What follows belongs to an exercise in optimizing a design on an open flow for small area and a short achievable clock period; a production flow would make more cautious choices.
At most, simulation tests tie the RTL to the original design; equivalence was not proved.
For runs 3 to 6, only the layout was checked, not whether the RTL still works.
No activity file was given, so power comes from the tool's default toggle rates.

--- flow/config.mk ---
export PLATFORM = sky130hd
export DESIGN_NAME = fpcvt_top
export DESIGN_NICKNAME = fpcvt_top
export VERILOG_FILES = /design/flow/design.v
export SDC_FILE = /design/flow/constraint.sdc
export NUM_CORES = 4
export LEC_CHECK = 0
export ABC_AREA = 1
export CAP_MARGIN = 20
export CORE_MARGIN = 2
export CORE_UTILIZATION = 40
export SETUP_SLACK_MARGIN = 2.7
export SLEW_MARGIN = 20
--- flow/constraint.sdc ---
create_clock -name core_clock -period 7.0 [get_ports {clk}]
set_input_delay 1.4000 -clock core_clock [delete_from_list [all_inputs] [get_ports {clk}]]
set_output_delay 1.4000 -clock core_clock [all_outputs]
set_load 0.01 [all_outputs]
--- flow/design.v ---
package fpcvt_pkg;
    localparam int FLAG_W        = 3;
    localparam int FLAG_INVALID  = 2;
    localparam int FLAG_OVERFLOW = 1;
    localparam int FLAG_INEXACT  = 0;
    localparam int FP64_BIAS = 1023;
endpackage
`timescale 1ns/10ps
module fp64_to_int64 #(
    parameter int TAG_W = 4
) (
    input  logic                          clk,
    input  logic                          load,
    input  logic [63:0]                   in_data,
    input  logic [TAG_W-1:0]              in_tag,
    output logic [63:0]                   q_word,
    output logic                          q_sign,
    output logic [fpcvt_pkg::FLAG_W-1:0]  q_flags,
    output logic [TAG_W-1:0]              q_tag
);
    logic        s;
    logic [10:0] e;
    logic [51:0] m;
    logic        m_nz;
    logic        is_nan, in_rng, shifted, sat, exact_min, below_one, at_one;
    logic [5:0]  amt;
    logic [64:0] sh [0:6];
    logic [6:0]  st;
    logic        inexact_n;
    logic [63:0] nxt_word;
    logic [fpcvt_pkg::FLAG_W-1:0] nxt_flags;
    assign s = in_data[63];
    assign e = in_data[62:52];
    assign m = in_data[51:0];
    assign m_nz = |m;
    assign is_nan    = (e == 11'h7ff) && m_nz;
    assign in_rng    = e[10] && (e[9:6] == 4'd0);
    assign shifted   = in_rng && (e[5:1] != 5'h1f);
    assign sat       = e[10] && !shifted && !is_nan;
    assign exact_min = (e == 11'd1086) && s && !m_nz;
    assign below_one = !e[10] && (e[9:0] != 10'h3ff);
    assign at_one    = !e[10] && (e[9:0] == 10'h3ff);
    assign amt   = ~e[5:0];
    assign sh[0] = {1'b1, m, 12'd0};
    assign st[0] = 1'b0;
    for (genvar j = 0; j < 6; j++) begin : g_sh
        localparam int D = 1 << (5 - j);
        assign sh[j+1] = amt[5-j] ? {{D{1'b0}}, sh[j][64:D]} : sh[j];
        assign st[j+1] = st[j] | (amt[5-j] & (|sh[j][D-1:0]));
    end
    assign inexact_n = st[6];
    always_comb begin
        nxt_word = '0;
        if (shifted) nxt_word = sh[6][63:0];
        if (at_one)  nxt_word[0] = 1'b1;
        if (sat)     nxt_word = s ? 64'h8000_0000_0000_0000 : 64'h7fff_ffff_ffff_ffff;
    end
    always_comb begin
        nxt_flags = '0;
        nxt_flags[fpcvt_pkg::FLAG_INVALID]  = is_nan;
        nxt_flags[fpcvt_pkg::FLAG_OVERFLOW] = sat && !exact_min;
        nxt_flags[fpcvt_pkg::FLAG_INEXACT]  = (below_one && ((e != 11'd0) || m_nz))
                                            || (at_one && m_nz)
                                            || (shifted && inexact_n);
    end
    always_ff @(posedge clk) begin
        if (load) begin
            q_word  <= nxt_word;
            q_sign  <= s;
            q_flags <= nxt_flags;
            q_tag   <= in_tag;
        end
    end
endmodule
`timescale 1ns/10ps
module int64_to_fp64 #(
    parameter int TAG_W = 4
) (
    input  logic                 clk,
    input  logic                 load,
    input  logic [63:0]          in_data,
    input  logic [TAG_W-1:0]     in_tag,
    output logic [63:0]          q_word,
    output logic                 q_sticky,
    output logic [TAG_W-1:0]     q_tag
);
    logic        s;
    logic [63:0] x;
    logic [63:0] d;
    logic [5:0]  lzd;
    logic [63:0] xs [0:6];
    logic        low_nz;
    logic        is_zero;
    logic        pow2neg;
    logic [10:0] exp_v;
    logic [63:0] nxt_word;
    assign x = in_data;
    assign s = x[63];
    assign d[0] = 1'b1;
    assign d[63:1] = x[63:1] ^ x[62:0];
    lzc64 u_lzc (.v(d), .cnt(lzd));
    assign xs[0] = x;
    for (genvar j = 0; j < 6; j++) begin : g_sh
        localparam int D = 1 << (5 - j);
        assign xs[j+1] = lzd[5-j] ? {xs[j][63-D:0], {D{1'b0}}} : xs[j];
    end
    assign low_nz  = |xs[6][9:0];
    assign is_zero = (x == 64'd0);
    assign pow2neg = s && !(|(~x[63:1] & x[62:0]));
    assign exp_v   = 11'd1085 - 11'(lzd) + 11'(pow2neg);
    assign nxt_word = {s, exp_v & {11{!is_zero}}, xs[6][61:10]};
    always_ff @(posedge clk) begin
        if (load) begin
            q_word    <= nxt_word;
            q_sticky  <= low_nz;
            q_tag     <= in_tag;
        end
    end
endmodule
module lzc64 (
    input  logic [63:0] v,
    output logic [5:0]  cnt
);
    logic [31:0] v1;  logic [0:0] c1 [0:31];
    logic [15:0] v2;  logic [1:0] c2 [0:15];
    logic [7:0]  v3;  logic [2:0] c3 [0:7];
    logic [3:0]  v4;  logic [3:0] c4 [0:3];
    logic [1:0]  v5;  logic [4:0] c5 [0:1];
    always_comb begin
        for (int i = 0; i < 32; i++) begin
            v1[i] = v[2*i+1] | v[2*i];
            c1[i] = !v[2*i+1];
        end
        for (int i = 0; i < 16; i++) begin
            v2[i] = v1[2*i+1] | v1[2*i];
            c2[i] = v1[2*i+1] ? {1'b0, c1[2*i+1]} : {1'b1, c1[2*i]};
        end
        for (int i = 0; i < 8; i++) begin
            v3[i] = v2[2*i+1] | v2[2*i];
            c3[i] = v2[2*i+1] ? {1'b0, c2[2*i+1]} : {1'b1, c2[2*i]};
        end
        for (int i = 0; i < 4; i++) begin
            v4[i] = v3[2*i+1] | v3[2*i];
            c4[i] = v3[2*i+1] ? {1'b0, c3[2*i+1]} : {1'b1, c3[2*i]};
        end
        for (int i = 0; i < 2; i++) begin
            v5[i] = v4[2*i+1] | v4[2*i];
            c5[i] = v4[2*i+1] ? {1'b0, c4[2*i+1]} : {1'b1, c4[2*i]};
        end
        cnt = v5[1] ? {1'b0, c5[1]} : {1'b1, c5[0]};
    end
endmodule
`timescale 1ns/10ps
module result_arbiter #(
    parameter int TAG_W = 4
) (
    input  logic                         clk,
    input  logic                         rst,
    input  logic                         f2i_valid,
    output logic                         f2i_ready,
    input  logic                         i2f_valid,
    output logic                         i2f_ready,
    output logic                         load0,
    output logic                         load1,
    input  logic [63:0]                  word0,
    input  logic                         sign0,
    input  logic [fpcvt_pkg::FLAG_W-1:0] flags0,
    input  logic [TAG_W-1:0]             tag0,
    input  logic [63:0]                  word1,
    input  logic                         sticky1,
    input  logic [TAG_W-1:0]             tag1,
    output logic                         res_valid,
    input  logic                         res_ready,
    output logic [63:0]                  res_data,
    output logic [fpcvt_pkg::FLAG_W-1:0] res_flags,
    output logic [TAG_W-1:0]             res_tag,
    output logic                         res_src
);
    logic held0, held1, prio, grant1;
    logic n_held0, n_held1, n_prio;
    logic take0, take1, xfer;
    logic [63:0] below0, below1;
    logic [63:0] r0, r1;
    assign res_valid = held0 | held1;
    assign res_src   = grant1;
    assign take0     = res_ready & !grant1;
    assign take1     = res_ready & grant1;
    assign f2i_ready = !held0 | take0;
    assign i2f_ready = !held1 | take1;
    assign load0     = f2i_valid & f2i_ready;
    assign load1     = i2f_valid & i2f_ready;
    assign xfer      = res_valid & res_ready;
    always_comb begin
        n_held0 = load0 | (held0 & !take0);
        n_held1 = load1 | (held1 & !take1);
        n_prio  = xfer ? !grant1 : prio;
        if (rst) begin
            n_held0 = 1'b0;
            n_held1 = 1'b0;
            n_prio  = 1'b0;
        end
    end
    always_ff @(posedge clk) begin
        held0  <= n_held0;
        held1  <= n_held1;
        prio   <= n_prio;
        grant1 <= n_held1 & (!n_held0 | n_prio);
    end
    function automatic [63:0] below_of;
        input [63:0] v;
        input        st;
        logic [63:0] p;
        p = {v[62:0], st};
        for (int l = 0; l < 6; l++) begin
            for (int i = 0; i < 64; i++) begin
                if ((i >> l) & 1)
                    p[i] = p[i] | p[((i >> l) << l) - 1];
            end
        end
        below_of = p;
    endfunction
    assign below0 = below_of(word0, 1'b0);
    assign below1 = below_of({12'd0, word1[51:0]}, sticky1);
    assign r0 = word0 ^ ({64{sign0}} & below0);
    assign r1 = {word1[63:52], word1[51:0] ^ ({52{word1[63]}} & below1[51:0])};
    assign res_data  = grant1 ? r1 : r0;
    assign res_flags = grant1 ? {2'b00, sticky1} : flags0;
    assign res_tag   = grant1 ? tag1 : tag0;
endmodule
`timescale 1ns/10ps
module fpcvt_top #(
    parameter int TAG_W = 4
) (
    input  logic                         clk,
    input  logic                         rst,
    input  logic                         f2i_valid,
    output logic                         f2i_ready,
    input  logic [63:0]                  f2i_data,
    input  logic [TAG_W-1:0]             f2i_tag,
    input  logic                         i2f_valid,
    output logic                         i2f_ready,
    input  logic [63:0]                  i2f_data,
    input  logic [TAG_W-1:0]             i2f_tag,
    output logic                         res_valid,
    input  logic                         res_ready,
    output logic [63:0]                  res_data,
    output logic [fpcvt_pkg::FLAG_W-1:0] res_flags,
    output logic [TAG_W-1:0]             res_tag,
    output logic                         res_src
);
    logic                         load0, load1;
    logic [63:0]                  word0, word1;
    logic                         sign0, sticky1;
    logic [fpcvt_pkg::FLAG_W-1:0] flags0;
    logic [TAG_W-1:0]             tag0, tag1;
    fp64_to_int64 #(.TAG_W(TAG_W)) u_f2i (
        .clk     (clk),
        .load    (load0),
        .in_data (f2i_data),
        .in_tag  (f2i_tag),
        .q_word  (word0),
        .q_sign  (sign0),
        .q_flags (flags0),
        .q_tag   (tag0)
    );
    int64_to_fp64 #(.TAG_W(TAG_W)) u_i2f (
        .clk       (clk),
        .load      (load1),
        .in_data   (i2f_data),
        .in_tag    (i2f_tag),
        .q_word    (word1),
        .q_sticky  (sticky1),
        .q_tag     (tag1)
    );
    result_arbiter #(.TAG_W(TAG_W)) u_arb (
        .clk       (clk),
        .rst       (rst),
        .f2i_valid (f2i_valid),
        .f2i_ready (f2i_ready),
        .i2f_valid (i2f_valid),
        .i2f_ready (i2f_ready),
        .load0     (load0),
        .load1     (load1),
        .word0     (word0),
        .sign0     (sign0),
        .flags0    (flags0),
        .tag0      (tag0),
        .word1     (word1),
        .sticky1   (sticky1),
        .tag1      (tag1),
        .res_valid (res_valid),
        .res_ready (res_ready),
        .res_data  (res_data),
        .res_flags (res_flags),
        .res_tag   (res_tag),
        .res_src   (res_src)
    );
endmodule
--- flow/flow/run.sh ---
#!/bin/bash
# The standard layout, with the port buffers made as buf_1 cells instead of
# the buffer_ports default (a slow delay cell on this platform).
set -euo pipefail
export BUFFER_PORTS_ARGS="-buffer_cell sky130_fd_sc_hd__buf_1"
bash standard.sh > flow_standard.log 2>&1
--- flow/standard.sh ---
#!/bin/bash
# synth_recipe.tcl (not shown) runs the flow's synth.tcl, then flattens the netlist and writes it again
# the make line also repeats each setting of config.mk as NAME=value (left out here)
make -C /OpenROAD-flow-scripts/flow DESIGN_CONFIG=/design/flow/config.mk WORK_HOME=/design/flow/orfs CLKGATE_MAP_FILE= SYNTH_SCRIPT=/design/flow/synth_recipe.tcl "${@:-finish}"
==> summary.md, run 1 <==
| Metric | Value |
|---|---|
| Most common library cells after synthesis | `831 x nand2_1, 493 x nand3_1, 309 x o21ai_0` |
| Achievable Freq | `roughly 240 MHz` |
| Nets | `3242` |
| Critical path origin | `u_i2f.q_word[8]` |
| Final setup margin | `about 2.7 ns` |
| CTS Hold Buffers Added | `0` |
| Die X-Extent | `about 210 um` |
| Root Buffer | `clkbuf_16` |
| Pin count of the biggest net entering global routing | `73` |
| Vias | `roughly 21k` |
| Crit path time final | `4.25 ns` |
| Number of DRC markers in iteration 0 | `about 2.5k` |
| Pre-CTS setup slack | `1.79 ns` |
| Fin Setup TNS | `0 ns` |
| Number of global-route vias before repair | `between 15k and 20k` |
| GRT overflow | `0` |
| Wirelength per Cell | `20.5 um` |
| Distinct cell type count after synthesis | `57` |
| Status | `complete, no violations` |
| Final setup viols | `0` |
| Share of cells above drive strength 1 | `0.0948` |
| P per Cell Area | `between 150 and 200 mW/mm^2` |
| Area fraction of the dominant cell type after synthesis | `0.243` |
| Worst-margin pin slew | `0.938 ns` |
| Peak supply drop | `approximately 0.13 mV` |
| Post-synth net total | `between 3k and 4k` |
| Gr usage total | `0.322` |
| Endpoints failing hold | `0` |
| Initial Utilization | `0.405` |
| Worst Setup EP | `res_data[36]` |
| Skew final | `0.0117 ns` |
| Synth Register Bits | `around 150` |
| Worst skew pair latency | `0.44 ns` |
| # clock sinks | `about 150` |
| FF-to-FF setup slack | `between 4 and 5 ns` |
| Ys Warns | `11` |
| Fraction of registers with async set/reset | `0` |
| WP data required | `5.60 ns` |
| EDFF count, synth | `approximately 140` |
| Critical path launch point type | `flip-flop` |
| Syn-to-layout area delta | `16.0%` |
| Syn_area_per_cell | `roughly 6 sq um` |
| Initial antenna violation count | `0` |
| RSZ-0062 raised after global routing | `true` |
| Worst reg2reg startpoint | `u_arb.grant1` |
| Most frequent cell after synthesis | `nand2_1` |
| Critical R2R Capture | `u_i2f.q_word[52]` |
| Detail Placement HPWL | `roughly 59000 um` |
| Fin util | `0.470` |
| Kind of critical path | `reg2out` |
| Initial DRT Pass Iterations | `6` |
| Register area share after synthesis | `0.248` |
| Cts bufs inserted | `17` |
| Syn Std Cell Area | `0.0174 sq mm` |
| DRC | `0` |
| WL final | `about 75000 um` |
| Via/cell ratio | `around 5.8` |
| # IOs | `216` |
| Site row count | `76` |
| Placed cell area | `~0.019 sq mm` |
| Port Buffers | `~220` |
| Diodes inserted | `0` |
| Routability cong. | `1.05` |
| Worst hold-check path type | `reg2reg` |
| Die Ht | `~210 um` |
| Worst setup EP type | `output port` |
| Max_cap viols | `0` |
| CTS H-tree depth | `4` |
| Crit path DAT | `around 2.9 ns` |
| Die area | `about 0.045 sq mm` |
| Clock Tree Buf Depth | `2` |
| Fin crit share | `0.607` |
| Max-slew violations | `0` |
| Core area | `~0.043 sq mm` |
| Main flop type after synthesis | `edfxtp_1` |
| Area contributors post-synth | `edfxtp_1 24%, nand2_1 18%, nand3_1 14%` |
| Final Instance Area | `roughly 0.020 sq mm` |
| CTS tree | `yes` |
| Worst-path clk slew | `approximately 0.070 ns` |
| Relative slew slack | `0.375` |
| Global-route wire length before repair | `111000 um` |
| Leak | `around 0.0091 uW` |
| Post-synthesis cell type with the largest combined area | `edfxtp_1` |
| Post-DRT Antenna Nets | `0` |
| Reg2Reg Depth | `4` |
| Max FO, Critical Path | `7` |
| Mapped Cells | `between 2k and 3k` |
worst min path at each step:
stage            endpoint  depth (start not counted)  slack [ns]       start
3_3_place_gp   u_arb.prio                          2        0.46  u_arb.prio
3_5_place_dp   u_arb.prio                          2        0.48  u_arb.prio
2_1_floorplan  u_arb.prio                          2        0.45  u_arb.prio
4_1_cts        u_arb.prio                          2        0.49  u_arb.prio
5_1_grt        u_arb.prio                          2        0.55  u_arb.prio
6_report       u_arb.prio                          2        0.49  u_arb.prio
registers in the layout (all words and copies together), names as in the netlist:
name / cells
u_i2f.q_tag: 4
u_arb.held0: 1
u_i2f.q_word: 64
u_f2i.q_flags: 3
u_arb.grant1: 1
u_f2i.q_tag: 4
u_f2i.q_word: 64
u_f2i.q_sign: 1
u_i2f.q_sticky: 1
u_arb.prio: 1
u_arb.held1: 1
worst max-delay path: stages, from the launching register on:
cell and delay [ns]:
edfxtp_1 0.45, or2_4 0.28, nor2_4 0.12, nand2_2 0.08, nor2_4 0.13, nand4_4 0.12, inv_2 0.10, nand3_2 0.09
nor2_4 0.12, buf_12 0.14, buf_6 0.10, nand2_4 0.04, nand2_2 0.07, nand2_2 0.07, nand2_2 0.06, nand2_1 0.06
o21ai_2 0.21, buf_2 0.17
final cells by class:
cell class | count | area (sq um)
clock buffers | 17 | 425
clock inverters | 15 | 161
fillers | 4673 | 22800
inverters | 308 | 1170
multi-input cells | 2286 | 11700
flip-flops and latches | 145 | 4320
well taps | 585 | 732
repair buffers | 307 | 1720
repair inverters | 1 | 7.51
what timing repair did:
| item | CTS | global route |
|---|---|---|
| setup endpoints to repair | 168 | 171 |
| setup buffers | 31 | 27 |
| gates cloned | 0 | 4 |
| gates resized for setup | 102 | 110 |
| pin swaps | 25 | 42 |
per-layer routing:
layer  GRT usage  part of all wire  vias up  wire length [um]
li1            -                 -    10238                 -
met1       0.478              0.47     9832             34900
met2       0.462              0.41     1017             30900
met3      0.0656             0.091      120              6850
met4       0.109             0.031        0              2290
met5           0                 0        -                 0
layout by cell type, fill, tap and decap left out, types with 5 or more instances in the layout:
cell type and instances:
inv_2 15, nor4_1 18, inv_1 285, clkbuf_2 13, nor2_2 14, clkbuf_16 19, nand3_2 5, nand4_1 38
o21ai_1 21, nor2_1 169, nor2_4 16, buf_6 14, o21ai_0 281, inv_8 6, xor2_1 14, a31oi_1 13
o211ai_1 12, buf_4 71, mux2i_1 33, o221ai_1 47, o21ai_2 21, edfxtp_1 141, o31ai_1 6, ha_1 35
buf_2 12, nand3_1 488, a21oi_1 99, nor3_1 19, or2_2 7, nand2_1 806, buf_1 186, a21oi_2 5
nand2_2 25, o22ai_1 32, xnor2_1 9
power by group:
| part | switching (uW) | internal, uW | total, uW |
|---|---|---|---|
| Clock | 410 | 507 | 917 |
| Sequential | 58.8 | 1060 | 1120 |
| Combinational | 836 | 365 | 1200 |
| Total | 1300 | 1930 | 3240 |
kinds of logic (layout without fill, tap and decap cells):
group / Yosys count / after routing / synth area share
muxes: 34 / 34 / 0.0196
adders and majority gates: 35 / 35 / 0.0251
and+or+nand+nor: 1626 / 1627 / 0.404
xor gates and xnor gates: 23 / 23 / 0.0116
AOI/OAI and AO/OA: 567 / 567 / 0.184
buffers and inverters: 478 / 648 / 0.108
DFF: 145 / 145 / 0.248
metrics by stage:
stage	std cells	hold slack, ns	power (uW)
5_1_grt	3664	0.549	3420
6_report	3664	0.490	3240
2_1_floorplan	2908	0.446	1840
4_1_cts	3633	0.493	3200
3_5_place_dp	3570	0.476	2240
3_3_place_gp	3570	0.462	2230
==> run 2, diff against run 1 <==
==> flow/flow/run.sh (replaced) <==
#!/bin/bash
# The standard layout, with the port buffers made as buf_1 cells instead of
# the buffer_ports default (a slow delay cell on this platform), and gate
# sizing free to change a cell's footprint.
set -euo pipefail
export BUFFER_PORTS_ARGS="-buffer_cell sky130_fd_sc_hd__buf_1"
bash standard.sh MATCH_CELL_FOOTPRINT=0 finish > flow_standard.log 2>&1
==> run 2 against run 1 <==
Utilization grew 0.10 points. Still clean on timing, DRC and antenna. Largest cell class unchanged. Synthesized area is the same. Synthesized cell count did not move. Setup slack worse by 0.023 ns. Critical path type unchanged.
==> summary.md, run 2 <==
| Metric | Value |
|---|---|
| Number of DRC markers in iteration 0 | `2459 (was 2545)` |
| Root Buffer | `clkbuf_16 (unchanged)` |
| Ys Warns | `11 (unchanged)` |
| Worst-margin pin slew | `0.918 ns (was 0.938 ns)` |
| CP max stage delay | `0.45 ns (about the same)` |
| Share of cells above drive strength 1 | `0.0987 (was 0.0948)` |
| Delay-heaviest family, CP | `simple AND/OR/NAND/NOR gates (unchanged)` |
| Die area | `0.0452 sq mm (unchanged)` |
| WP data required | `5.60 ns (about the same)` |
| Kind of critical path | `reg2out (unchanged)` |
| Clock Tree Buf Depth | `2 (unchanged)` |
| Routability cong. | `1.05 (unchanged)` |
| Synth Register Bits | `145 (unchanged)` |
| Achievable Freq | `234 MHz (was 235 MHz)` |
| Worst Hold End | `u_arb.prio (unchanged)` |
| Global-route wire length before repair | `111000 um (about the same)` |
| Initial antenna violation count | `0 (unchanged)` |
| GRT overflow | `0 (unchanged)` |
| CP max-delay cell | `edfxtp_1 (unchanged)` |
| Crit path DAT | `2.88 ns (was 2.85 ns)` |
| Post-synth net total | `3084 (unchanged)` |
| Met2 usage | `0.462 (unchanged)` |
| Distinct cell type count after synthesis | `57 (unchanged)` |
| Cells along the critical path | `or2_4, nor2_4, nand2_2, nor2_4, nand4_4, inv_2, nand3_2, nor2_4, buf_12, buf_6, nand2_4, nand2_4, nand2_4, buf_4, nor2_2, o21ai_2, buf_2 (was or2_4, nor2_4, nand2_2, nor2_4, nand4_4, inv_2, nand3_2, nor2_4, buf_12, buf_6, nand2_4, nand2_2, nand2_2, nand2_2, nand2_1, o21ai_2, buf_2)` |
| Number of global-route vias before repair | `19.0k (about the same)` |
| Critical path launch point type | `flip-flop (unchanged)` |
| CP bufs+invs | `5 (was 4)` |
| Mapped Cells | `2908 (unchanged)` |
| Seq pwr share | `0.345 (was 0.346)` |
| Most frequent cells in the layout | `801 x nand2_1, 485 x nand3_1, 285 x inv_1 (was 806 x nand2_1, 488 x nand3_1, 285 x inv_1)` |
| Combinational Power Share | `0.372 (was 0.371)` |
| Most common library cells after synthesis | `831 x nand2_1, 493 x nand3_1, 309 x o21ai_0 (unchanged)` |
| Syn_area_per_cell | `5.99 sq um (unchanged)` |
| Initial Utilization | `0.405 (unchanged)` |
| Clock power share | `0.283 (about the same)` |
| EDFF count, synth | `141 (unchanged)` |
| Syn-to-layout area delta | `16.3% (was 16.0%)` |
| Die Ht | `213 um (unchanged)` |
| Gr usage total | `0.323 (was 0.322)` |
| Area fraction of the dominant cell type after synthesis | `0.243 (unchanged)` |
| Hold slack | `0.489 ns (was 0.490 ns)` |
| Max-slew violations | `0 (unchanged)` |
| NetSw | `1310 uW (was 1300 uW)` |
| WL final | `74900 um (was 75000 um)` |
| FILL cells | `4684 (was 4673)` |
| Worst-path clk slew | `0.07 ns (about the same)` |
| Port Buffers | `215 (unchanged)` |
| Busiest grt layer | `met1 (unchanged)` |
| Via/cell ratio | `5.81 (was 5.79)` |
| Diodes inserted | `0 (unchanged)` |
| # IOs | `216 (unchanged)` |
| Peak supply drop | `0.154 mV (was 0.132 mV)` |
| Leak | `0.00909 uW (was 0.00908 uW)` |
| Grt met3 use | `0.0656 (unchanged)` |
| RSZ-0062 raised after global routing | `true (unchanged)` |
| Worst setup EP type | `output port (unchanged)` |
| Fin crit share | `0.611 (was 0.607)` |
| Critical R2R Capture | `u_f2i.q_word[63] (was u_i2f.q_word[52])` |
| Nets | `3242 (unchanged)` |
| Worst reg2reg startpoint | `u_arb.grant1 (unchanged)` |
| Most frequent cell after synthesis | `nand2_1 (unchanged)` |
| Reg2Reg Depth | `5 (was 4)` |
| Largest regs | `u_f2i.q_word (64), u_i2f.q_word (64) (unchanged)` |
| Max FO, Critical Path | `7 (unchanged)` |
| Fraction of registers with async set/reset | `0 (unchanged)` |
| Int Power | `1930 uW (about the same)` |
| Crit path time final | `4.28 ns (was 4.25 ns)` |
| CTS tree | `yes (unchanged)` |
| Max_cap viols | `0 (unchanged)` |
| Grt met1 use | `0.478 (about the same)` |
| Status | `complete, no violations (unchanged)` |
| Main flop type after synthesis | `edfxtp_1 (unchanged)` |
| Hold path depth | `2 (unchanged)` |
| Commonest non-fill, non-tap cell in the layout | `nand2_1 (unchanged)` |
| CTS H-tree depth | `4 (unchanged)` |
| FF-to-FF setup slack | `4.45 ns (was 4.49 ns)` |
| Worst hold-check path type | `reg2reg (unchanged)` |
| Worst skew pair latency | `0.44 ns (about the same)` |
| Area contributors post-synth | `edfxtp_1 24%, nand2_1 18%, nand3_1 14% (unchanged)` |
| Cts bufs inserted | `17 (unchanged)` |
| Wirelength per Cell | `20.5 um (about the same)` |
| Final setup viols | `0 (unchanged)` |
| Post-DRT Antenna Nets | `0 (unchanged)` |
| Endpoints failing hold | `0 (unchanged)` |
| Fin Setup TNS | `0 ns (unchanged)` |
| Hold wc startpoint | `u_arb.prio (unchanged)` |
| Site row count | `76 (unchanged)` |
| Post-synthesis cell type with the largest combined area | `edfxtp_1 (unchanged)` |
| Syn Std Cell Area | `0.0174 sq mm (unchanged)` |
| # clock sinks | `145 (unchanged)` |
| Die X-Extent | `213 um (unchanged)` |
| P per Cell Area | `160 mW/mm^2 (about the same)` |
| Register area share after synthesis | `0.248 (unchanged)` |
| DRC | `0 (unchanged)` |
| Sw Ratio | `0.404 (was 0.403)` |
| Skew final | `0.0108 ns (was 0.0117 ns)` |
| Pin count of the biggest net entering global routing | `73 (unchanged)` |
| Detail Placement HPWL | `58800 um (unchanged)` |
| Vias | `21.3k (was 21.2k)` |
| Relative slew slack | `0.372 (was 0.375)` |
| Core area | `0.0430 sq mm (unchanged)` |
| Sequential cell area | `0.00432 sq mm (unchanged)` |
| Multi-input gate area | `0.0117 sq mm (about the same)` |
| Initial DRT Pass Iterations | `8 (was 6)` |
-- run 2: changes by cell type in the layout (fill, tap and decap cells not counted), sizes merged --
| cell | before | now |
|---|---|---|
| buf | 290 | 288 |
| clkbuf | 34 | 35 |
| clkinv | 6 | 4 |
| clkinvlp | 4 | 7 |
-- run 2: cells by family (layout without fill, tap and decap cells) --
group                    Yosys count  in the layout  share of synthesized area
buffers and inverters            478            648                      0.108
adder cells (fa/ha/maj)           35             35                     0.0251
AND/OR/NAND/NOR                 1626           1627                      0.404
XOR/XNOR                          23             23                     0.0116
multiplexers                      34             34                     0.0196
AO/OA/AOI/OAI                    567            567                      0.184
flip-flops                       145            145                      0.248
-- run 2: repair_timing --
item                       CTS  global route
hold endpoints to repair     0             0
gates resized for setup    113           134
hold buffers                 0             0
pin swaps                   25            42
setup endpoints to repair  168           174
setup buffers               31            28
gates cloned                 0             3
-- run 2: worst register-to-register path: cells and delay by family, from the launching register on --
family	cells	cell delay (ns)
buffers and inverters	3	1.35
flip-flops	1	0.32
AO/OA/AOI/OAI	1	0.29
AND/OR/NAND/NOR	1	0.13
-- run 2: final cells by class --
type,count,share of cell area
clock buffers,17,0.0210
clock inverters,15,0.00797
well taps,585,0.0361
repair buffers,306,0.0839
repair inverters,2,0.000618
flip-flops and latches,145,0.213
multi-input cells,2286,0.579
inverters,308,0.0582
-- run 2: how the worst max path moves through the flow --
stage                       end  slack, ns        startpoint  cells after the start
4_1_cts            res_data[46]       2.65   u_i2f.q_word[0]                     15
2_1_floorplan  u_i2f.q_word[56]       3.01      i2f_data[54]                     19
6_report           res_data[36]       2.72   u_i2f.q_word[8]                     17
5_1_grt            res_data[46]       2.59  u_i2f.q_word[15]                     14
3_3_place_gp   u_f2i.q_word[11]       1.90      f2i_data[55]                     13
3_5_place_dp   u_f2i.q_word[19]       1.79      f2i_data[55]                     13
-- run 2: metal layers --
metal,wire length (um),part of all wire
met5,0,0
met4,2420,0.032
met3,6680,0.089
met2,30900,0.41
met1,35000,0.47
-- run 2: power by group through the flow --
stage	combinational (uW)	sequential [uW]	clock, uW
after floorplan	730	1110	0
final	1210	1120	919
after detailed placement	1100	1130	0
after global placement	1100	1130	0
after CTS	1140	1120	940
after global routing	1330	1120	970
-- run 2: per-stage QoR --
step / total power [uW] / utilization / setup slack [ns] / cell area [sq um] / instances
CTS: 3200 / 0.457 / 2.65 / 19600 / 3633
global placement: 2230 / 0.431 / 1.90 / 18500 / 3570
floorplan: 1840 / - / 3.01 / 17400 / 2908
global route: 3430 / 0.471 / 2.59 / 20200 / 3664
finish: 3250 / 0.471 / 2.72 / 20200 / 3664
detailed placement: 2240 / 0.431 / 1.79 / 18500 / 3570
==> run 3, diff against run 2 <==
--- a/flow/design.v
+++ b/flow/design.v
@@ -44,9 +44,9 @@
     assign sh[0] = {1'b1, m, 12'd0};
     assign st[0] = 1'b0;
     for (genvar j = 0; j < 6; j++) begin : g_sh
-        localparam int D = 1 << (5 - j);
-        assign sh[j+1] = amt[5-j] ? {{D{1'b0}}, sh[j][64:D]} : sh[j];
-        assign st[j+1] = st[j] | (amt[5-j] & (|sh[j][D-1:0]));
+        localparam int D = 1 << j;
+        assign sh[j+1] = amt[j] ? {{D{1'b0}}, sh[j][64:D]} : sh[j];
+        assign st[j+1] = st[j] | (amt[j] & (|sh[j][D-1:0]));
     end
     assign inexact_n = st[6];
     always_comb begin
==> flow/flow/run.sh (replaced) <==
#!/bin/bash
# The standard layout, with the port buffers made as buf_1 cells instead of
# the buffer_ports default (a slow delay cell on this platform).
set -euo pipefail
export BUFFER_PORTS_ARGS="-buffer_cell sky130_fd_sc_hd__buf_1"
bash standard.sh > flow_standard.log 2>&1
==> run 3 against run 2 <==
Total power increased by 0.98%. Combinational power increased by 4%. Design area increased by 1.6%. Final cell count increased by 3.9%. Critical endpoint is now res_data[46]. Largest power group unchanged. Highest routed layer unchanged.
==> summary.md, run 3 <==
| Metric | Value |
|---|---|
| Syn_area_per_cell | `5.84 sq um (was 5.99 sq um)` |
| Commonest non-fill, non-tap cell in the layout | `nand2_1 (unchanged)` |
| Crit path DAT | `2.99 ns (was 2.88 ns)` |
| Worst skew pair latency | `0.44 ns (about the same)` |
| Die area | `0.0464 sq mm (was 0.0452 sq mm)` |
| Hold path depth | `2 (unchanged)` |
| Most frequent cell after synthesis | `nand2_1 (unchanged)` |
| Cts bufs inserted | `17 (unchanged)` |
| # clock sinks | `145 (unchanged)` |
| Vias | `22.2k (was 21.3k)` |
| Seq pwr share | `0.344 (was 0.345)` |
| Worst-path clk slew | `0.07 ns (about the same)` |
| Syn-to-layout area delta | `15.1% (was 16.3%)` |
| WP data required | `5.60 ns (about the same)` |
| Site row count | `77 (was 76)` |
| Peak supply drop | `0.182 mV (was 0.154 mV)` |
| Post-DRT Antenna Nets | `0 (unchanged)` |
| Nets | `3381 (was 3242)` |
| Most frequent cells in the layout | `972 x nand2_1, 586 x nand3_1, 266 x inv_1 (was 801 x nand2_1, 485 x nand3_1, 285 x inv_1)` |
| Diodes inserted | `0 (unchanged)` |
| Global-route wire length before repair | `115000 um (was 111000 um)` |
| Worst hold-check path type | `reg2reg (unchanged)` |
| Initial antenna violation count | `0 (unchanged)` |
| Register area share after synthesis | `0.241 (was 0.248)` |
| Sequential cell area | `0.00432 sq mm (unchanged)` |
| Die X-Extent | `215 um (was 213 um)` |
| GRT overflow | `0 (unchanged)` |
| Fraction of registers with async set/reset | `0 (unchanged)` |
| Die Ht | `215 um (was 213 um)` |
| RSZ-0062 raised after global routing | `true (unchanged)` |
| Simple logic cell fraction of the synthesized area | `0.466 (was 0.404)` |
| Max FO, Critical Path | `6 (was 7)` |
| Clock power share | `0.271 (was 0.283)` |
| Placed cell area | `0.0188 sq mm (was 0.0185 sq mm)` |
| Hold wc startpoint | `u_arb.prio (unchanged)` |
| Post-synthesis mux area share | `0.00119 (was 0.0196)` |
| Initial DRT Pass Iterations | `8 (unchanged)` |
| Via/cell ratio | `5.84 (was 5.81)` |
| Skew final | `0.00698 ns (was 0.0108 ns)` |
| Initial Utilization | `0.405 (about the same)` |
| Most common library cells after synthesis | `1001 x nand2_1, 597 x nand3_1, 274 x inv_1 (was 831 x nand2_1, 493 x nand3_1, 309 x o21ai_0)` |
| Crit path time final | `4.39 ns (was 4.28 ns)` |
| Fin crit share | `0.628 (was 0.611)` |
| Post-synth net total | `3237 (was 3084)` |
| Fin Setup TNS | `0 ns (unchanged)` |
| Routability cong. | `0.988 (was 1.05)` |
| Clock Tree Buf Depth | `2 (unchanged)` |
| Mapped Cells | `3061 (was 2908)` |
| Combinational Power Share | `0.385 (was 0.372)` |
| Final setup viols | `0 (unchanged)` |
| Synth Register Bits | `145 (unchanged)` |
| CTS tree | `yes (unchanged)` |
| Sw Ratio | `0.412 (was 0.404)` |
| FILL cells | `4808 (was 4684)` |
| Area fraction of the dominant cell type after synthesis | `0.237 (was 0.243)` |
| XOR/XNOR Fraction of Synth Area | `0.0108 (was 0.0116)` |
| Relative slew slack | `0.316 (was 0.372)` |
| Critical R2R Capture | `u_f2i.q_word[41] (was u_f2i.q_word[63])` |
| Worst reg2reg startpoint | `u_arb.grant1 (unchanged)` |
| Int Power | `1930 uW (about the same)` |
| Max-slew violations | `0 (unchanged)` |
| Post-synthesis cell type with the largest combined area | `edfxtp_1 (unchanged)` |
| Endpoints failing hold | `0 (unchanged)` |
| Distinct cell type count after synthesis | `55 (was 57)` |
| Multi-input gate area | `0.0122 sq mm (was 0.0117 sq mm)` |
| Root Buffer | `clkbuf_16 (unchanged)` |
| Reg2Reg Depth | `4 (was 5)` |
| DRC | `0 (unchanged)` |
| CTS H-tree depth | `4 (unchanged)` |
| Largest family of logic cells by synthesized area | `simple AND/OR/NAND/NOR gates (unchanged)` |
| Core area | `0.0441 sq mm (was 0.0430 sq mm)` |
| Max_cap viols | `0 (unchanged)` |
| NetSw | `1350 uW (was 1310 uW)` |
| Final Instance Area | `0.0206 sq mm (was 0.0202 sq mm)` |
| Ys Warns | `11 (unchanged)` |
| Wirelength per Cell | `20.1 um (was 20.5 um)` |
| Worst Hold End | `u_arb.prio (unchanged)` |
| P per Cell Area | `159 mW/mm^2 (was 160 mW/mm^2)` |
| Port Buffers | `215 (unchanged)` |
| Largest regs | `u_f2i.q_word (64), u_i2f.q_word (64) (unchanged)` |
| Detail Placement HPWL | `58200 um (was 58800 um)` |
| Kind of critical path | `reg2out (unchanged)` |
| FF-to-FF setup slack | `4.29 ns (was 4.45 ns)` |
| Achievable Freq | `228 MHz (was 234 MHz)` |
| Worst-margin pin slew | `1.02 ns (was 0.918 ns)` |
| Area contributors post-synth | `edfxtp_1 24%, nand2_1 21%, nand3_1 17% (was edfxtp_1 24%, nand2_1 18%, nand3_1 14%)` |
| Worst setup EP type | `output port (unchanged)` |
| Number of DRC markers in iteration 0 | `3078 (was 2459)` |
| # IOs | `216 (unchanged)` |
| Number of global-route vias before repair | `19.4k (was 19.0k)` |
| Pin count of the biggest net entering global routing | `91 (was 73)` |
| Main flop type after synthesis | `edfxtp_1 (unchanged)` |
| Status | `complete, no violations (unchanged)` |
| Share of cells above drive strength 1 | `0.102 (was 0.0987)` |
| Critical path launch point type | `flip-flop (unchanged)` |
| Adder and majority cell fraction of the synthesized area | `0.0245 (was 0.0251)` |
| Gr usage total | `0.317 (was 0.323)` |
| EDFF count, synth | `141 (unchanged)` |
| Compound-gate portion of the synthesized area | `0.148 (was 0.184)` |
| WL final | `76700 um (was 74900 um)` |
| Syn Std Cell Area | `0.0179 sq mm (was 0.0174 sq mm)` |
| Leak | `0.00951 uW (was 0.00909 uW)` |
run 3: cell count changes after synthesis, sizes merged, moves of 16 or more:
cell and change:
nand2 +170, nand3 +114, o21ai -65, mux2i -32
o221ai -17, o22ai -16
run 3: per-layer routing:
metal | part of all wire | track usage | vias up | wire, um
li1 | - | - | 10609 | -
met1 | 0.46 | 0.475 | 10337 | 35000
met2 | 0.43 | 0.475 | 1168 | 32700
met3 | 0.090 | 0.0385 | 107 | 6900
met4 | 0.027 | 0.0938 | 0 | 2080
met5 | 0 | 0 | - | 0
run 3: worst max-delay path by stage:
stage | startpoint | endpoint | slack [ns] | depth (start not counted)
2_1_floorplan | i2f_data[54] | u_i2f.q_word[56] | 3.06 | 19
3_3_place_gp | i2f_data[52] | u_i2f.q_word[38] | 1.33 | 18
3_5_place_dp | i2f_data[52] | u_i2f.q_word[32] | 1.41 | 18
4_1_cts | u_i2f.q_sticky | res_data[40] | 2.60 | 17
5_1_grt | u_i2f.q_word[0] | res_data[41] | 2.52 | 17
6_report | u_i2f.q_sticky | res_data[46] | 2.61 | 16
run 3: kinds of logic after synthesis:
group | count (synthesis)
buf+inv | 472
simple gates | 1917
xor+xnor | 22
mux | 2
flops | 145
fa+ha+maj | 35
compound gates | 468
run 3: repair_timing:
action,in CTS,in global routing
hold buffers,0,0
pin swaps,26,41
setup buffers,28,23
endpoints found under the setup margin,110,112
gates cloned,6,5
gates resized for setup,122,116
run 3: power groups by stage:
| stage | logic (uW) | registers [uW] | clock network [uW] |
|---|---|---|---|
| finish | 1260 | 1130 | 890 |
| global route | 1390 | 1130 | 936 |
| CTS | 1200 | 1120 | 903 |
| detailed placement | 1160 | 1140 | 0 |
| global placement | 1150 | 1140 | 0 |
| floorplan | 774 | 1110 | 0 |
run 3: critical path, stage by stage (launching register included):
cell      delay, ns
edfxtp_1       0.49
nor2_2         0.17
nand2_2        0.10
nor2_4         0.13
nand3_2        0.11
nor2_4         0.12
nand3b_1       0.15
inv_2          0.13
nand2_2        0.08
nor2_4         0.13
buf_6          0.14
buf_16         0.11
nand4_1        0.09
nand3_1        0.11
nand2_1        0.06
o21ai_2        0.23
buf_2          0.18
run 3: area by class of cell:
| type | instances | share of cell area |
|---|---|---|
| clock buffer | 17 | 0.0207 |
| clock inverter | 13 | 0.00633 |
| inverter | 295 | 0.0546 |
| multi-input combinational | 2449 | 0.592 |
| sequential | 145 | 0.210 |
| tap | 592 | 0.0360 |
| timing repair buffer | 295 | 0.0798 |
| timing repair inverter | 2 | 0.000608 |
run 3: stage by stage:
step           total power, uW  worst slack, ns   util  instances  hold WS [ns]
2_1_floorplan             1880             3.06      -       3061         0.446
6_report                  3280             2.61  0.466       3808         0.513
5_1_grt                   3460             2.52  0.466       3808         0.552
4_1_cts                   3220             2.60  0.454       3780         0.503
3_3_place_gp              2290             1.33  0.427       3716         0.463
3_5_place_dp              2300             1.41  0.427       3716         0.488
==> run 4, diff against run 3 <==
--- a/flow/design.v
+++ b/flow/design.v
@@ -44,9 +44,9 @@
     assign sh[0] = {1'b1, m, 12'd0};
     assign st[0] = 1'b0;
     for (genvar j = 0; j < 6; j++) begin : g_sh
-        localparam int D = 1 << j;
-        assign sh[j+1] = amt[j] ? {{D{1'b0}}, sh[j][64:D]} : sh[j];
-        assign st[j+1] = st[j] | (amt[j] & (|sh[j][D-1:0]));
+        localparam int D = 1 << (5 - j);
+        assign sh[j+1] = amt[5-j] ? {{D{1'b0}}, sh[j][64:D]} : sh[j];
+        assign st[j+1] = st[j] | (amt[5-j] & (|sh[j][D-1:0]));
     end
     assign inexact_n = st[6];
     always_comb begin
@@ -106,8 +106,13 @@
     end
     assign low_nz  = |xs[6][9:0];
     assign is_zero = (x == 64'd0);
-    assign pow2neg = s && !(|(~x[63:1] & x[62:0]));
-    assign exp_v   = 11'd1085 - 11'(lzd) + 11'(pow2neg);
+    assign pow2neg = s && !(|(d[63:1] & ~x[63:1]));
+    always_comb begin
+        exp_v = '0;
+        for (int i = 0; i < 64; i++) begin
+            if (lzd == 6'(i)) exp_v = pow2neg ? 11'(1086 - i) : 11'(1085 - i);
+        end
+    end
     assign nxt_word = {s, exp_v & {11{!is_zero}}, xs[6][61:10]};
     always_ff @(posedge clk) begin
         if (load) begin
==> run 4 against run 3 <==
Sequential share of layout area decreased by 3.5 points. Critical endpoint is now res_data[51]. Worst hold slack got worse by 0.0071 ns. Utilization increased by 8.3 points. Synthesized area decreased by 0.49%. Die area decreased by 0.48%. First-iteration DRC count decreased by 4.1%. Largest power group unchanged.
==> summary.md, run 4 <==
| Metric | Value |
|---|---|
| Leak | `0.0104 uW (was 0.00951 uW)` |
| Most frequent cells in the layout | `663 x nand2_1, 333 x o21ai_0, 230 x inv_1 (was 972 x nand2_1, 586 x nand3_1, 266 x inv_1)` |
| Detail Placement HPWL | `64100 um (was 58200 um)` |
| Initial antenna violation count | `1 (was 0)` |
| Relative slew slack | `0.310 (was 0.316)` |
| Fin Setup TNS | `0 ns (unchanged)` |
| Main flop type after synthesis | `edfxtp_1 (unchanged)` |
| Syn Std Cell Area | `0.0178 sq mm (was 0.0179 sq mm)` |
| Distinct cell type count after synthesis | `61 (was 55)` |
| Skew final | `0.0105 ns (was 0.00698 ns)` |
| Core area | `0.0440 sq mm (was 0.0441 sq mm)` |
| Initial Utilization | `0.404 (was 0.405)` |
| Non-filler cells, final | `3787 (was 3808)` |
| Total Power | `3500 uW (was 3280 uW)` |
| RSZ-0062 raised after global routing | `true (unchanged)` |
| Routability cong. | `1.06 (was 0.988)` |
| XOR/XNOR Fraction of Synth Area | `0.0118 (was 0.0108)` |
| Worst-path clk slew | `0.07 ns (about the same)` |
| Global-route wire length before repair | `123000 um (was 115000 um)` |
| Most common library cells after synthesis | `710 x nand2_1, 448 x o21ai_0, 307 x inv_1 (was 1001 x nand2_1, 597 x nand3_1, 274 x inv_1)` |
| Fin crit share | `0.802 (was 0.628)` |
| Wirelength per Cell | `22.6 um (was 20.1 um)` |
| Vias | `22.7k (was 22.2k)` |
| Number of DRC markers in iteration 0 | `2951 (was 3078)` |
| Initial DRT Pass Iterations | `7 (was 8)` |
| Mapped Cells | `2840 (was 3061)` |
| Critical path launch point type | `flip-flop (unchanged)` |
| EDFF count, synth | `138 (was 141)` |
| Max-slew violations | `0 (unchanged)` |
| Cts bufs inserted | `17 (unchanged)` |
| Register area share after synthesis | `0.237 (was 0.241)` |
| Simple logic cell fraction of the synthesized area | `0.300 (was 0.466)` |
| Adder and majority cell fraction of the synthesized area | `0.0232 (was 0.0245)` |
| Gr usage total | `0.348 (was 0.317)` |
| Ys Warns | `11 (unchanged)` |
| Compound-gate portion of the synthesized area | `0.251 (was 0.148)` |
| Largest family of logic cells by synthesized area | `simple AND/OR/NAND/NOR gates (unchanged)` |
| CP max-delay cell | `edfxtp_1 (unchanged)` |
| Kind of critical path | `reg2out (unchanged)` |
| Worst skew pair latency | `0.43 ns (was 0.44 ns)` |
| CP max stage delay | `0.48 ns (was 0.49 ns)` |
| Syn_area_per_cell | `6.27 sq um (was 5.84 sq um)` |
| Root Buffer | `clkbuf_16 (unchanged)` |
| Clock Tree Buf Depth | `2 (unchanged)` |
| Post-DRT Antenna Nets | `0 (unchanged)` |
| Crit path DAT | `4.22 ns (was 2.99 ns)` |
| Synth Register Bits | `142 (was 145)` |
| Die X-Extent | `215 um (about the same)` |
| Number of global-route vias before repair | `19.9k (was 19.4k)` |
| Port Buffers | `215 (unchanged)` |
| Largest regs | `u_f2i.q_word (64), u_i2f.q_word (61) (was u_f2i.q_word (64), u_i2f.q_word (64))` |
| Delay-heaviest family, CP | `simple AND/OR/NAND/NOR gates (unchanged)` |
| CTS tree | `yes (unchanged)` |
| WP data required | `5.60 ns (about the same)` |
| Pin count of the biggest net entering global routing | `79 (was 91)` |
| Post-synthesis mux area share | `0.0715 (was 0.00119)` |
| CP bufs+invs | `7 (was 4)` |
| Achievable Freq | `178 MHz (was 228 MHz)` |
| Max FO, Critical Path | `5 (was 6)` |
| Post-synth net total | `3014 (was 3237)` |
| DRC | `0 (unchanged)` |
| GRT overflow | `0 (unchanged)` |
| Diodes inserted | `0 (unchanged)` |
| WL final | `85600 um (was 76700 um)` |
| Worst hold-check path type | `reg2reg (unchanged)` |
| Syn-to-layout area delta | `35.8% (was 15.1%)` |
| Endpoints failing hold | `0 (unchanged)` |
| Share of cells above drive strength 1 | `0.261 (was 0.102)` |
| Commonest non-fill, non-tap cell in the layout | `nand2_1 (unchanged)` |
| Worst setup EP type | `output port (unchanged)` |
| Area contributors post-synth | `edfxtp_1 23%, nand2_1 15%, o21ai_0 13% (was edfxtp_1 24%, nand2_1 21%, nand3_1 17%)` |
| CTS H-tree depth | `4 (unchanged)` |
| Final setup viols | `0 (unchanged)` |
| Die area | `0.0462 sq mm (was 0.0464 sq mm)` |
| Status | `complete, no violations (unchanged)` |
| Reg with most FFs | `u_f2i.q_word` |
| # IOs | `216 (unchanged)` |
| Nets | `3356 (was 3381)` |
| Fraction of registers with async set/reset | `0 (unchanged)` |
| Worst-margin pin slew | `1.03 ns (was 1.02 ns)` |
| Via/cell ratio | `5.99 (was 5.84)` |
| Most frequent cell after synthesis | `nand2_1 (unchanged)` |
| Site row count | `77 (unchanged)` |
| Area fraction of the dominant cell type after synthesis | `0.233 (was 0.237)` |
| Max reg flops | `64` |
| Peak supply drop | `0.188 mV (was 0.182 mV)` |
| Dpl cells | `3528 (was 3716)` |
| Max_cap viols | `0 (unchanged)` |
| # clock sinks | `142 (was 145)` |
| Post-synthesis cell type with the largest combined area | `edfxtp_1 (unchanged)` |
| Crit path time final | `5.62 ns (was 4.39 ns)` |
| Die Ht | `215 um (about the same)` |
| P per Cell Area | `145 mW/mm^2 (was 159 mW/mm^2)` |
| Fin util | `0.549 (was 0.466)` |
run 4: changes by cell type after synthesis, sizes merged, moves of 48 or more:
cell,change
buf,-48
o21ai,+198
nand2,-291
nor2,+53
nand3,-498
mux2i,+125
run 4: logic make-up (layout without fill, tap and decap cells):
kind of cell,after synthesis,after routing
mux,127,127
compound gates,777,777
simple gates,1242,1244
buf+inv,495,848
fa+ha+maj,33,33
flops,142,142
xor+xnor,24,24
run 4: worst paths after layout:
| kind | cells after the start | slack, ns | from | end |
|---|---|---|---|---|
| worst min-delay path | 2 | 0.51 | u_arb.prio | u_arb.prio |
| worst max register to register | 5 | 4.48 | u_arb.grant1 | u_f2i.q_word[17] |
| worst max-delay path | 30 | 1.38 | u_f2i.q_word[0] | res_data[51] |
| worst min register to register | 2 | 0.51 | u_arb.prio | u_arb.prio |
run 4: layer usage:
layer | track usage | part of all wire | vias to the layer above
met5 | 0 | 0 | -
met3 | 0.0733 | 0.11 | 172
met1 | 0.515 | 0.44 | 10735
met4 | 0.0880 | 0.032 | 0
met2 | 0.511 | 0.42 | 1236
li1 | - | - | 10547
run 4: final cells by class:
cell class / instances / area [sq um]
timing repair buffer: 480 / 3580
tap: 592 / 741
clock inverter: 15 / 135
timing repair inverter: 3 / 27.5
sequential: 142 / 4230
multi-input combinational: 2205 / 13600
clock buffer: 17 / 425
fill: 4357 / 19900
inverter: 333 / 1410
run 4: report_power, final:
part           internal, uW  leakage (uW)  total [uW]  switching [uW]
combinational           525       0.00877        1500             975
clock                   495      0.000279         882             387
sequential             1040       0.00137        1120            76.7
total                  2060        0.0104        3500            1440
run 4: worst register-to-register path, delay by kind of cell, from the launching register on:
kind                   cells  cell delay, ns
AO/OA/AOI/OAI              1            0.20
buffers and inverters      3            1.44
flip-flops                 1            0.32
AND/OR/NAND/NOR            1            0.11
run 4: stage by stage:
| stage | setup WS (ns) | hold slack (ns) | cell area [sq um] |
|---|---|---|---|
| floorplan | 2.20 | 0.446 | 18200 |
| global placement | 0.716 | 0.467 | 19500 |
| detailed placement | 0.776 | 0.487 | 19500 |
| CTS | 1.22 | 0.506 | 22500 |
| global route | 1.09 | 0.555 | 24200 |
| finish | 1.38 | 0.506 | 24200 |
run 4: timing repair:
item                       CTS  global route
setup endpoints to repair  158           164
gates resized for setup    425           305
setup buffers              146            69
pin swaps                  107           109
hold buffers                 0             0
gates cloned                 8             4
==> run 5, diff against run 4 <==
--- a/flow/config.mk
+++ b/flow/config.mk
@@ -9,5 +9,5 @@
 export CAP_MARGIN = 20
 export CORE_MARGIN = 2
 export CORE_UTILIZATION = 40
-export SETUP_SLACK_MARGIN = 2.7
+export SETUP_SLACK_MARGIN = 3.0
 export SLEW_MARGIN = 20
==> run 5 against run 4 <==
Non-clock buffer count rose by 77. Total power up 4.8%. Clock power increased by 2%. Register-to-register slack worse by 0.21 ns. Count of clock-buffer cells in the layout grew 1. Final cell count increased by 2.2%. Sequential share of layout area decreased by 1.5 points. Combinational power grew about 10%. Largest power group unchanged.
==> summary.md, run 5 <==
| Metric | Value |
|---|---|
| Status | `complete, no violations (unchanged)` |
| Syn_area_per_cell | `6.27 sq um (unchanged)` |
| Achievable Freq | `179 MHz (was 178 MHz)` |
| Ys Warns | `11 (unchanged)` |
| CTS tree | `yes (unchanged)` |
| XOR/XNOR Fraction of Synth Area | `0.0118 (unchanged)` |
| Wirelength per Cell | `23.6 um (was 22.6 um)` |
| Clock power share | `0.245 (was 0.252)` |
| Int Power | `2140 uW (was 2060 uW)` |
| Nets | `3440 (was 3356)` |
| Pin count of the biggest net entering global routing | `79 (unchanged)` |
| WL final | `91300 um (was 85600 um)` |
| Worst setup EP type | `output port (unchanged)` |
| Commonest non-fill, non-tap cell in the layout | `nand2_1 (unchanged)` |
| Crit path time final | `5.60 ns (was 5.62 ns)` |
| Die X-Extent | `215 um (unchanged)` |
| CP max-delay cell | `nor4_1 (was edfxtp_1)` |
| Placed cell area | `0.0196 sq mm (was 0.0195 sq mm)` |
| Mapped Cells | `2840 (unchanged)` |
| Register area share after synthesis | `0.237 (unchanged)` |
| Post-DRT Antenna Nets | `0 (unchanged)` |
| Sw Ratio | `0.416 (was 0.411)` |
| # IOs | `216 (unchanged)` |
| Core area | `0.0440 sq mm (unchanged)` |
| Grt met3 use | `0.0759 (was 0.0733)` |
| Relative slew slack | `0.209 (was 0.310)` |
| Adder and majority cell fraction of the synthesized area | `0.0232 (unchanged)` |
| Area contributors post-synth | `edfxtp_1 23%, nand2_1 15%, o21ai_0 13% (unchanged)` |
| CP bufs+invs | `10 (was 7)` |
| Worst skew pair latency | `0.44 ns (was 0.43 ns)` |
| EDFF count, synth | `138 (unchanged)` |
| Met2 usage | `0.540 (was 0.511)` |
| Final setup viols | `0 (unchanged)` |
| WP data required | `5.60 ns (about the same)` |
| Diodes inserted | `0 (unchanged)` |
| Dpl cells | `3522 (was 3528)` |
| Fraction of registers with async set/reset | `0 (unchanged)` |
| Reg with most FFs | `u_f2i.q_word (unchanged)` |
| Non-filler cells, final | `3871 (was 3787)` |
| Clock Tree Buf Depth | `2 (unchanged)` |
| Main flop type after synthesis | `edfxtp_1 (unchanged)` |
| Endpoints failing hold | `0 (unchanged)` |
| Fin Setup TNS | `0 ns (unchanged)` |
| Post-synth net total | `3014 (unchanged)` |
| Area fraction of the dominant cell type after synthesis | `0.233 (unchanged)` |
| Initial Utilization | `0.404 (unchanged)` |
| Syn-to-layout area delta | `48.3% (was 35.8%)` |
| Gr usage total | `0.368 (was 0.348)` |
| Max FO, Critical Path | `5 (unchanged)` |
| Vias | `23.5k (was 22.7k)` |
| Routability cong. | `1.04 (was 1.06)` |
| Cts bufs inserted | `17 (unchanged)` |
| Kind of critical path | `reg2out (unchanged)` |
| Peak supply drop | `0.177 mV (was 0.188 mV)` |
| # clock sinks | `142 (unchanged)` |
| Max-slew violations | `0 (unchanged)` |
| Detail Placement HPWL | `64700 um (was 64100 um)` |
| Site row count | `77 (unchanged)` |
| Delay-heaviest family, CP | `simple AND/OR/NAND/NOR gates (unchanged)` |
| Share of cells above drive strength 1 | `0.339 (was 0.261)` |
| Grt met1 use | `0.533 (was 0.515)` |
| Critical path launch point type | `flip-flop (unchanged)` |
| Crit path DAT | `4.20 ns (was 4.22 ns)` |
| Worst-path clk slew | `0.07 ns (about the same)` |
| Via/cell ratio | `6.08 (was 5.99)` |
| Seq pwr share | `0.306 (was 0.320)` |
| Fin crit share | `0.800 (was 0.802)` |
| RSZ-0062 raised after global routing | `true (unchanged)` |
| Most common library cells after synthesis | `710 x nand2_1, 448 x o21ai_0, 307 x inv_1 (unchanged)` |
| Combinational Power Share | `0.449 (was 0.428)` |
| Busiest grt layer | `met2 (was met1)` |
| Post-synthesis cell type with the largest combined area | `edfxtp_1 (unchanged)` |
| Worst-margin pin slew | `1.18 ns (was 1.03 ns)` |
| Max_cap viols | `0 (unchanged)` |
| Max reg flops | `64 (unchanged)` |
| Leak | `0.0112 uW (was 0.0104 uW)` |
| CP max stage delay | `0.59 ns (was 0.48 ns)` |
| Worst hold-check path type | `reg2reg (unchanged)` |
| NetSw | `1530 uW (was 1440 uW)` |
| Largest family of logic cells by synthesized area | `simple AND/OR/NAND/NOR gates (unchanged)` |
| Skew final | `0.0165 ns (was 0.0105 ns)` |
| Global-route wire length before repair | `130000 um (was 123000 um)` |
| Post-synthesis mux area share | `0.0715 (unchanged)` |
| Largest regs | `u_f2i.q_word (64), u_i2f.q_word (61) (unchanged)` |
| Synth Register Bits | `142 (unchanged)` |
| Most common cell on crit path | `buf_6` |
| Distinct cell type count after synthesis | `61 (unchanged)` |
| DRC | `0 (unchanged)` |
| Fin util | `0.599 (was 0.549)` |
| GRT overflow | `0 (unchanged)` |
| Hold slack | `0.490 ns (was 0.506 ns)` |
| Number of global-route vias before repair | `21.2k (was 19.9k)` |
| CTS Hold Buffers Added | `0 (unchanged)` |
| Initial antenna violation count | `2 (was 1)` |
| Initial DRT Pass Iterations | `6 (was 7)` |
| Die Ht | `215 um (unchanged)` |
| Most frequent cells in the layout | `644 x nand2_1, 243 x buf_4, 242 x o21ai_0 (was 663 x nand2_1, 333 x o21ai_0, 230 x inv_1)` |
| Number of DRC markers in iteration 0 | `2832 (was 2951)` |
| CTS H-tree depth | `4 (unchanged)` |
| Compound-gate portion of the synthesized area | `0.251 (unchanged)` |
| Most frequent cell after synthesis | `nand2_1 (unchanged)` |
| Syn Std Cell Area | `0.0178 sq mm (unchanged)` |
| P per Cell Area | `139 mW/mm^2 (was 145 mW/mm^2)` |
| Die area | `0.0462 sq mm (unchanged)` |
| Root Buffer | `clkbuf_16 (unchanged)` |
| Simple logic cell fraction of the synthesized area | `0.300 (unchanged)` |
| Final Instance Area | `0.0264 sq mm (was 0.0242 sq mm)` |
| Port Buffers | `215 (unchanged)` |
==> run 5: cell counts after synthesis <==
No cell type changed its count.
==> run 5: cell families after synthesis <==
group                    after synthesis
AO/OA/AOI/OAI                        777
XOR/XNOR                              24
adder cells (fa/ha/maj)               33
buffers and inverters                495
flip-flops                           142
multiplexers                         127
AND/OR/NAND/NOR                     1242
==> run 5: layer usage <==
| metal | wire length, um | part of all wire |
|---|---|---|
| met1 | 39400 | 0.43 |
| met2 | 38500 | 0.42 |
| met3 | 9700 | 0.11 |
| met4 | 3680 | 0.040 |
| met5 | 0 | 0 |
==> run 5: power groups by stage <==
stage / sequential [uW] / clock [uW] / combinational (uW)
2_1_floorplan: 1100 / 0 / 800
5_1_grt: 1130 / 941 / 1750
4_1_cts: 1110 / 910 / 1470
3_3_place_gp: 1130 / 0 / 1200
3_5_place_dp: 1130 / 0 / 1210
6_report: 1120 / 900 / 1650
==> run 5: area by class of cell <==
type	count	area [sq um]
Clock inverter	14	149
Multi-Input combinational cell	2206	14700
Fill cell	4107	17600
Timing Repair inverter	9	72.6
Sequential cell	142	4230
Clock buffer	18	429
Inverter	333	1480
Timing Repair Buffer	557	4590
Tap cell	592	741
==> run 5: worst reg2reg max path, delay by kind of cell (launching register included) <==
kind / cells / cell delay [ns]
simple gates: 1 / 0.60
buf+inv: 4 / 1.24
compound gates: 1 / 0.19
flops: 1 / 0.33
==> run 5: metrics by stage <==
step,setup WS (ns),total power [uW]
floorplan,2.20,1900
global placement,0.596,2320
detailed placement,0.759,2340
CTS,1.26,3490
global route,1.19,3820
finish,1.40,3670
==> run 5: path summary, 6_finish.rpt <==
check | startpoint | to | slack (ns) | cells past startpoint
max reg2reg | u_arb.grant1 | u_f2i.q_word[15] | 4.27 | 6
min reg2reg | u_arb.prio | u_arb.prio | 0.49 | 2
min | u_arb.prio | u_arb.prio | 0.49 | 2
max | u_f2i.q_word[17] | res_data[42] | 1.40 | 26
==> run 5: what timing repair did <==
| action | in CTS | in global routing |
|---|---|---|
| endpoints found under the setup margin | 184 | 168 |
| pin swaps | 139 | 158 |
| resized for setup | 790 | 340 |
| setup buffers | 205 | 89 |
| gates cloned | 18 | 4 |
==> run 6, diff against run 5 <==
--- a/flow/design.v
+++ b/flow/design.v
@@ -106,13 +106,8 @@
     end
     assign low_nz  = |xs[6][9:0];
     assign is_zero = (x == 64'd0);
-    assign pow2neg = s && !(|(d[63:1] & ~x[63:1]));
-    always_comb begin
-        exp_v = '0;
-        for (int i = 0; i < 64; i++) begin
-            if (lzd == 6'(i)) exp_v = pow2neg ? 11'(1086 - i) : 11'(1085 - i);
-        end
-    end
+    assign pow2neg = s && !(|(~x[63:1] & x[62:0]));
+    assign exp_v   = 11'd1085 - 11'(lzd) + 11'(pow2neg);
     assign nxt_word = {s, exp_v & {11{!is_zero}}, xs[6][61:10]};
     always_ff @(posedge clk) begin
         if (load) begin
@@ -184,7 +179,6 @@
     logic held0, held1, prio, grant1;
     logic n_held0, n_held1, n_prio;
     logic take0, take1, xfer;
-    logic [63:0] below0, below1;
     logic [63:0] r0, r1;
     assign res_valid = held0 | held1;
     assign res_src   = grant1;
@@ -211,26 +205,32 @@
         prio   <= n_prio;
         grant1 <= n_held1 & (!n_held0 | n_prio);
     end
-    function automatic [63:0] below_of;
-        input [63:0] v;
-        input        st;
-        logic [63:0] p;
-        p = {v[62:0], st};
-        for (int l = 0; l < 6; l++) begin
-            for (int i = 0; i < 64; i++) begin
+    cond_neg #(.W(64)) u_neg0 (.v(word0), .st(1'b0), .neg(sign0), .r(r0));
+    cond_neg #(.W(52)) u_neg1 (.v(word1[51:0]), .st(sticky1), .neg(word1[63]), .r(r1[51:0]));
+    assign r1[63:52] = word1[63:52];
+    assign res_data  = grant1 ? r1 : r0;
+    assign res_flags = grant1 ? {2'b00, sticky1} : flags0;
+    assign res_tag   = grant1 ? tag1 : tag0;
+endmodule
+module cond_neg #(
+    parameter int W = 64
+) (
+    input  logic [W-1:0] v,
+    input  logic         st,
+    input  logic         neg,
+    output logic [W-1:0] r
+);
+    logic [W-1:0] p;
+    always_comb begin
+        p = {v[W-2:0], st};
+        for (int l = 0; (1 << l) < W; l++) begin
+            for (int i = 0; i < W; i++) begin
                 if ((i >> l) & 1)
                     p[i] = p[i] | p[((i >> l) << l) - 1];
             end
         end
-        below_of = p;
-    endfunction
-    assign below0 = below_of(word0, 1'b0);
-    assign below1 = below_of({12'd0, word1[51:0]}, sticky1);
-    assign r0 = word0 ^ ({64{sign0}} & below0);
-    assign r1 = {word1[63:52], word1[51:0] ^ ({52{word1[63]}} & below1[51:0])};
-    assign res_data  = grant1 ? r1 : r0;
-    assign res_flags = grant1 ? {2'b00, sticky1} : flags0;
-    assign res_tag   = grant1 ? tag1 : tag0;
+    end
+    assign r = v ^ ({W{neg}} & p);
 endmodule
 `timescale 1ns/10ps
 module fpcvt_top #(
--- a/flow/config.mk
+++ b/flow/config.mk
@@ -9,5 +9,5 @@
 export CAP_MARGIN = 20
 export CORE_MARGIN = 2
 export CORE_UTILIZATION = 40
-export SETUP_SLACK_MARGIN = 3.0
+export SETUP_SLACK_MARGIN = 2.7
 export SLEW_MARGIN = 20
==> run 6 against run 5 <==
Still clean. Via count fell by 9.1%. Die area shrank 0.91%. Critical path depth shrank 8. Register-to-register slack improved by 0.05 ns. Worst hold slack improved by 0.062 ns. Sequential power barely moved. Count of clock-buffer cells in the layout fell by 1. Non-clock buffer count shrank 248. Clock skew decreased by 0.0063 ns.
==> summary.md, run 6 <==
| Metric | Value |
|---|---|
| WP data required | `5.60 ns (about the same)` |
| Syn-to-layout area delta | `16.3% (was 48.3%)` |
| Initial DRT Pass Iterations | `6 (unchanged)` |
| Skew final | `0.0102 ns (was 0.0165 ns)` |
| Core area | `0.0433 sq mm (was 0.0440 sq mm)` |
| WL final | `75700 um (was 91300 um)` |
| Worst-margin pin slew | `0.929 ns (was 1.18 ns)` |
| Max FO, Critical Path | `2 (was 5)` |
| Register area share after synthesis | `0.245 (was 0.237)` |
| Relative slew slack | `0.380 (was 0.209)` |
| Peak supply drop | `0.161 mV (was 0.177 mV)` |
| CTS H-tree depth | `4 (unchanged)` |
| Die Ht | `214 um (was 215 um)` |
| Status | `complete, no violations (unchanged)` |
| Vias | `21.4k (was 23.5k)` |
| Post-synthesis cell type with the largest combined area | `edfxtp_1 (unchanged)` |
| Largest regs | `u_f2i.q_word (64), u_i2f.q_word (64) (was u_f2i.q_word (64), u_i2f.q_word (61))` |
| EDFF count, synth | `141 (was 138)` |
| Most frequent cells in the layout | `841 x nand2_1, 490 x nand3_1, 277 x o21ai_0 (was 644 x nand2_1, 243 x buf_4, 242 x o21ai_0)` |
| Endpoints failing hold | `0 (unchanged)` |
| Syn_area_per_cell | `6.07 sq um (was 6.27 sq um)` |
| GRT overflow | `0 (unchanged)` |
| Clock Tree Buf Depth | `2 (unchanged)` |
| Post-synth net total | `3080 (was 3014)` |
| Site row count | `76 (was 77)` |
| Achievable Freq | `226 MHz (was 179 MHz)` |
| Most frequent cell after synthesis | `nand2_1 (unchanged)` |
| Fin crit share | `0.632 (was 0.800)` |
| Nets | `3234 (was 3440)` |
| Kind of critical path | `reg2out (unchanged)` |
| Post-DRT Antenna Nets | `0 (unchanged)` |
| Final setup margin | `2.58 ns (was 1.40 ns)` |
| DRC | `0 (unchanged)` |
| Worst-path clk slew | `0.07 ns (about the same)` |
## run 6: layout make-up
class | instances | area (sq um) | area share
Timing Repair inverter | 1 | 6.26 | 0.000305
Tap cell | 585 | 732 | 0.0357
Clock buffer | 17 | 425 | 0.0208
Inverter | 277 | 1060 | 0.0517
Timing Repair Buffer | 309 | 1790 | 0.0874
Multi-Input combinational cell | 2307 | 12000 | 0.584
Clock inverter | 15 | 194 | 0.00946
Sequential cell | 145 | 4320 | 0.211
## run 6: cell families after synthesis
| kind of cell | count (synthesis) | share of synthesized area |
|---|---|---|
| xor+xnor | 22 | 0.0109 |
| mux | 38 | 0.0219 |
| compound gates | 553 | 0.180 |
| simple gates | 1656 | 0.411 |
| flops | 145 | 0.245 |
| buf+inv | 455 | 0.107 |
| fa+ha+maj | 35 | 0.0248 |
## run 6: stage by stage
| stage | cells | hold slack, ns | area, sq um | utilization | total power (uW) |
|---|---|---|---|---|---|
| CTS | 3627 | 0.527 | 19800 | 0.458 | 3230 |
| detailed placement | 3554 | 0.511 | 18600 | 0.429 | 2250 |
| global placement | 3553 | 0.456 | 18600 | 0.429 | 2240 |
| global route | 3656 | 0.549 | 20500 | 0.474 | 3460 |
| finish | 3656 | 0.552 | 20500 | 0.474 | 3290 |
| floorplan | 2904 | 0.446 | 17600 | - | 1840 |
## run 6: final timing paths
| kind | slack, ns | cells past startpoint | startpoint | endpoint |
|---|---|---|---|---|
| min reg2reg | 0.55 | 2 | u_arb.prio | u_arb.prio |
| max | 2.58 | 18 | u_f2i.q_word[15] | res_data[15] |
| max reg2reg | 4.32 | 4 | u_arb.grant1 | u_i2f.q_word[20] |
| min | 0.55 | 2 | u_arb.prio | u_arb.prio |
## run 6: report_power, final
group	internal (uW)	switching, uW	total, uW
logic	370	836	1210
clock network	543	403	946
registers	1060	75.7	1140
## run 6: worst max-delay path, stage by stage, from the launching register on
cell and delay (ns):
edfxtp_1 0.48, inv_2 0.07, buf_4 0.14, buf_6 0.10
buf_4 0.12, buf_4 0.12, buf_4 0.12, buf_4 0.12
buf_4 0.12, buf_4 0.12, buf_4 0.12, buf_4 0.13
buf_4 0.13, buf_6 0.11, buf_6 0.11, a21oi_2 0.09
o21ai_1 0.10, o21ai_1 0.11, buf_2 0.16
## run 6: what timing repair did
item	4_1_cts	5_1_grt
cloned	3	5
pin swaps	18	36
setup endpoints to repair	109	178
resized for setup	91	137
setup buffers	38	24
hold buffers	0	0
## run 6: metal layers
layer	share of wire	GRT usage	up-vias
li1	-	-	10253
met1	0.45	0.469	9908
met2	0.43	0.469	1124
met3	0.088	0.0351	114
met4	0.033	0.102	0
met5	0	0	-

Re-timed with assumed drivers on the ports (clkbuf_16 on the clock, buf_2 on other inputs), run 6 has 2.524 ns of setup slack against 2.579 ns with ideal ports, and 2.368 ns once port delays also move by the mid clock arrival of 0.490 ns.
